This design comes from an exercise in tuning for small area, a short achievable clock period and few clock cycles on the open sky130 flow, not from production work.
In this exercise RTL edits were held to simulation tests only and were not proved equivalent to the original.
The clock port is modelled as an ideal driver; clocking choices that lean on that would not hold on a real chip.
Power is estimated from default activity; no workload was simulated.

==> flow/design.v (outline; a module is shown in full before it is edited, if it fits) <==
// module mac_dot: 1530 lines
// module mac_fa: 4 lines
// module mac_ha: 4 lines
// module mac_hai: 4 lines
// module mac_top: 97 lines
module mac_top (
    input  logic         CLK,
    input  logic         RSTN,
    input  logic [11:0]  mnt_i,        
    input  logic         start_i,
    output logic         done_o,
    output logic [3:0]   w_rd_o,       
    input  logic [63:0]  w_rdata_i,    
    output logic [3:0]   i_rd_o,       
    input  logic [63:0]  i_rdata_i,    
    output logic [68:0]  o_wr_o        
);
  // ...
==> flow/flow/run.sh <==
#!/bin/bash
# The standard layout with two changes:
#  - the smallest buffer on every port (repair_timing upsizes the ones on
#    critical paths)
#  - a clock tree of fewer, larger leaf clusters and no dummy loads
bash standard.sh \
  "BUFFER_PORTS_ARGS=-buffer_cell sky130_fd_sc_hd__buf_1" \
  "CTS_ARGS=-sink_clustering_enable -sink_clustering_size 24 -sink_clustering_max_diameter 80 -buf_list {sky130_fd_sc_hd__clkbuf_8 sky130_fd_sc_hd__clkbuf_16} -dont_use_dummy_load -repair_clock_nets" \
  finish > standard.log 2>&1
==> flow/standard.sh <==
#!/bin/bash
# synth_recipe.tcl (not shown) runs the flow's synth.tcl, then flattens the netlist and writes it again
# the make line also repeats each setting of config.mk as NAME=value (left out here)
make -C /OpenROAD-flow-scripts/flow DESIGN_CONFIG=/design/flow/config.mk WORK_HOME=/design/flow/orfs CLKGATE_MAP_FILE= SYNTH_SCRIPT=/design/flow/synth_recipe.tcl "${@:-finish}"
==> flow/config.mk <==
export PLATFORM = sky130hd
export DESIGN_NAME = mac_top
export DESIGN_NICKNAME = mac_top
export VERILOG_FILES = /design/flow/design.v
export SDC_FILE = /design/flow/constraint.sdc
export NUM_CORES = 4
export LEC_CHECK = 0
export CAP_MARGIN = 20
export CORE_MARGIN = 2
export CORE_UTILIZATION = 30
export SETUP_SLACK_MARGIN = 3.0
export SLEW_MARGIN = 20
export SYNTH_HIERARCHICAL = 1
==> flow/constraint.sdc <==
create_clock -name core_clock -period 5.5 [get_ports {CLK}]
set_input_delay 1.1000 -clock core_clock [delete_from_list [all_inputs] [get_ports {CLK}]]
set_output_delay 1.1000 -clock core_clock [all_outputs]
set_load 0.01 [all_outputs]
==> results.yml, run 1 <==
outcome:
  outcome: "complete, no violations"
final_layout:
  fin_cells: 1689
  largest_reg_flops: 64
  fin_nets: 1542
  largestRegisters: "acc_q (64), mask_q (4)"
  layout_commonest_cell: "dfxtp_1"
  clockNetworkAreaShare: 0.0275
  n_fill_cell: 4167
  seq_cells: 241
floorplan:
  tapCellCount: 539
  design.die.area_um2: 43600
  fp.coreArea_um2: 41700
  die_y_um: 209
power:
  clock_power_uw: 1100
  clockPowerShare: 0.130
  p_switching_uw: 3360
  total_power_uw: 8430
  switching_share: 0.398
  power_frac_comb: 0.529
setup_path:
  start_kind: "input port"
  slowest_delay_ns: 0.54
  reg2reg_from: "dot_inst.c640_q2"
  cp-endpoint: "dot_inst.s465_q1"
timing:
  maxSlewViolCount: 0
grt:
  grt_use_met3: 0.0313
  grt_pass1_vias: 8207
  grt_pass1_wl_um: 48500
placement:
  place_area_um2: 14000
  dp_hpwl_um: 25600
  place_congestion: 0.873
drt:
  vias: 7713
  drt-pass1-iter-count: 5
  route.detailed.drc: 0
clock_tree:
  ctsLongestPathBuffers: 3
  cts_post_setup_buffers_inserted: 1
synth:
  synth_top_cell_by_area: "dfxtp_1"
  synthDistinctLibCells: 53
  ys_warn_count: 8
Testbench counts, summed over its fixed seeds: cycles 5,706.
==> inputs of run 2 (changes only) <==
==> flow/flow/run.sh (replaced) <==
#!/bin/bash
# The standard layout with three changes:
#  - the smallest buffer on every port (repair_timing upsizes the ones on
#    critical paths)
#  - a clock tree of fewer, larger leaf clusters and no dummy loads
#  - after CTS timing repair, area recovery on paths with slack to spare
bash standard.sh \
  "BUFFER_PORTS_ARGS=-buffer_cell sky130_fd_sc_hd__buf_1" \
  "CTS_ARGS=-sink_clustering_enable -sink_clustering_size 24 -sink_clustering_max_diameter 80 -buf_list {sky130_fd_sc_hd__clkbuf_8 sky130_fd_sc_hd__clkbuf_16} -dont_use_dummy_load -repair_clock_nets" \
  "POST_CTS_TCL=$PWD/flow/post_cts.tcl" \
  finish > standard.log 2>&1
==> flow/flow/post_cts.tcl (new file) <==
# After CTS timing repair: give back area on paths that have slack to spare
# (downsize gates, remove buffers) while keeping the setup margin.
estimate_parasitics -placement
puts "post_cts: before recovery: area [sta::format_area [rsz::design_area] 0] worst slack [sta::format_time [sta::worst_slack_cmd max] 3]"
repair_timing -recover_power 100 -setup_margin $::env(SETUP_SLACK_MARGIN) -verbose
detailed_placement
estimate_parasitics -placement
puts "post_cts: after recovery: area [sta::format_area [rsz::design_area] 0] worst slack [sta::format_time [sta::worst_slack_cmd max] 3]"
==> results.yml, run 2 <==
setup_path:
  worstPathMaxFanout: 8
  cp-end-kind: "flop"
  arrival_ns: 2.95
  slowest_delay_ns: 0.54
  path_cells: "clkbuf_1, and3_1, fa_2, fa_2, fa_2"
  crit_buf_inv: 1
  slowest_stage: "fa_2"
  start_kind: "input port"
  cp.required_ns: 5.96
  r2r_slack_ns: 3.05
  crit_type: "input port to flop"
  critPathTopFamily: "adder cells"
  crit_top_cell: "fa_2"
power:
  p_per_area_nw_per_um2: 580
  p_leak_uw: 0.00563
  ir_drop_mv: 0.314
drt:
  avgViaCountPerCell: 4.56
  route.detailed.drc: 0
  wirelength_um: 31200
  routedWlPerCell_um: 18.3
  ant_nets: 0
  drt-pass1-iter-count: 5
  vias: 7764
  initialDrtViolationCount: 522
min_path:
  hold_class: "flop to flop"
timing:
  maxSlewViolCount: 0
  tightest_slew_ns: 0.818
  hold_viol: 0
  maxSlewHeadroom: 0.455
  max_freq_mhz: 401
  tns_ns: 0
  rsz0062_at_grt: "yes"
  finalCriticalPeriod_ns: 2.49
  fin_skew_ns: 0.0390
  setup_viol: 0
  fin_crit_sh: 0.453
final_layout:
  top_register: "acc_q"
  largest_reg_flops: 64
  n_fill_cell: 4180
  drive_gt1_frac: 0.198
  fin_nets: 1556
  largestRegisters: "acc_q (64), mask_q (4)"
  syn2layout_area_growth_pct: 16.5
  fin_cells: 1703
  final_cell_mix: "dfxtp_1 (218), fa_1 (183), nand2_1 (148)"
  antenna_cells: 0
  layout_commonest_cell: "dfxtp_1"
grt:
  grt_pass1_vias: 8228
  gr-total-overflow: 0
  antenna_found_initial: 1
  use_met2: 0.240
  grtUsageMet1: 0.194
  grt_use_met3: 0.0331
  grt_max_degree: 49
  busiest_layer: "met2"
  grt_usage: 0.146
  grt_pass1_wl_um: 48500
placement:
  place_congestion: 0.873
  port-buffer-count: 150
  place_inst: 1671
  dp_hpwl_um: 25600
synth:
  synthFlopType: "dfxtp_1"
  synth_common_cells: "dfxtp_1 (226), fa_1 (224), nand2_1 (204)"
  synth_top_cell_by_area: "dfxtp_1"
  syn_avg_cell_area_um2: 11.9
  yosys.area.top_type_share: 0.360
  netlist_area_um2: 12600
  synth_edf_count: 0
  synth.most_common_cell: "dfxtp_1"
  synthDistinctLibCells: 53
  async_reset_ff_frac: 0.0622
  synth-seq-area-share: 0.390
  ys_warn_count: 8
  ys_top_cells_by_area: "dfxtp_1 (36%), fa_1 (36%), nand2_1 (6.1%)"
  ys_seq_elements: 241
  synth_cells: 1056
clock_tree:
  cts_sinks: 241
  clk_latency_ns: 0.51
  clk_pin_slew_ns: 0.09
  cts_tree: "done"
floorplan:
  std_cell_rows: 75
  die_y_um: 209
  design.die.area_um2: 43600
  start_util: 0.302
  ios: 221
  fp.coreArea_um2: 41700
  dieWidth_um: 209
outcome:
  outcome: "complete, no violations"
run:
  cap_violations: 0
-- run 2: path summary, 6_finish.rpt --
| kind | startpoint | end | cells after the start |
|---|---|---|---|
| max in group asynchronous | RSTN | active_q | 1 |
| hold reg to reg | dot_inst.pp65_q1 | dot_inst.pp65_q1_q2 | 0 |
| setup reg to reg | dot_inst.c640_q2 | acc_q[63] | 7 |
| hold / removal | dot_inst.pp65_q1 | dot_inst.pp65_q1_q2 | 0 |
| setup / recovery | w_rdata_i[63] | dot_inst.s511_q1 | 5 |
| min in group asynchronous | RSTN | row_q[0] | 1 |
-- run 2: through the flow --
step	setup slack [ns]	power (uW)	utilization	area (um^2)	hold slack, ns
after floorplan	2.73	5760	-	13400	0.310
after global placement	2.27	6910	0.336	14000	0.314
after detailed placement	2.23	7050	0.336	14000	0.313
after global routing	2.97	9350	0.352	14700	0.333
final	3.01	8510	0.352	14700	0.330
-- run 2: metal layers --
| layer | up-vias | share of wire |
|---|---|---|
| met4 | 0 | 0.031 |
| met1 | 3929 | 0.44 |
| met2 | 309 | 0.46 |
| li1 | 3456 | - |
| met5 | - | 0 |
| met3 | 70 | 0.069 |
-- run 2: area by class of cell --
class	count	area [um^2]	share of cell area
multi-input cells	704	7800	0.532
flip-flops and latches	241	4910	0.335
repair buffers	166	736	0.0502
well taps	539	674	0.0460
clock buffers	16	400	0.0273
inverters	37	139	0.00947
-- run 2: worst reg2reg max path, stage by stage, from the launching register on --
cell and delay, ns:
dfxtp_2 0.33, fa_1 0.46, fa_1 0.54, ha_4 0.23
and3_4 0.20, a2111oi_4 0.31, nor3_2 0.08, xnor2_1 0.14
-- run 2: cell families after synthesis --
| family | synth area share |
|---|---|
| other | 0.000597 |
| XOR/XNOR | 0.0192 |
| AO/OA/AOI/OAI | 0.0241 |
| buffers and inverters | 0.0356 |
| flip-flops | 0.390 |
| multiplexers | 0.00169 |
| adder cells (fa/ha/maj) | 0.379 |
| AND/OR/NAND/NOR | 0.150 |
-- run 2: power breakdown --
group / internal [uW] / switching, uW
sequential: 2490 / 363
combinational: 2110 / 2450
clock: 519 / 576
-- run 2: Yosys stat by module, one instance, submodules excluded --
module | cells inside | cell area [um^2] | times used
mac_dot | 586 | 5230 | 1
mac_top | 216 | 2710 | 1
mac_ha | 1 | 12.5 | 1
mac_hai | 5 | 27.5 | 6
mac_fa | 1 | 20.0 | 223

afterwards: timing with drivers on the ports:
No port has a modelled driver above. Below, the same layouts with a new extraction and two added sets of constraints.
Step 1 assumes that a clkbuf_16 drives the clock port and a buf_2 every other input.
Step 2 also shifts input and output timing later by t, the mid clock arrival at the registers, as if the neighbouring blocks saw the same clock.
a / b / c = no drivers / after step 1 / after step 2; a / b = the first two.
run | t (ns) | slack for setup (ns) | worst slew at a driven data input, ns
run 1 | 0.546 | 3.001 / 3.028 / 2.482 | 0.08
run 2 | 0.544 | 3.008 / 3.013 / 2.482 | 0.08
After both steps every run listed still meets setup and hold. For run 2, which loses most, drivers alone change the setup slack by +0.005 ns; drivers and shift together by -0.526 ns.
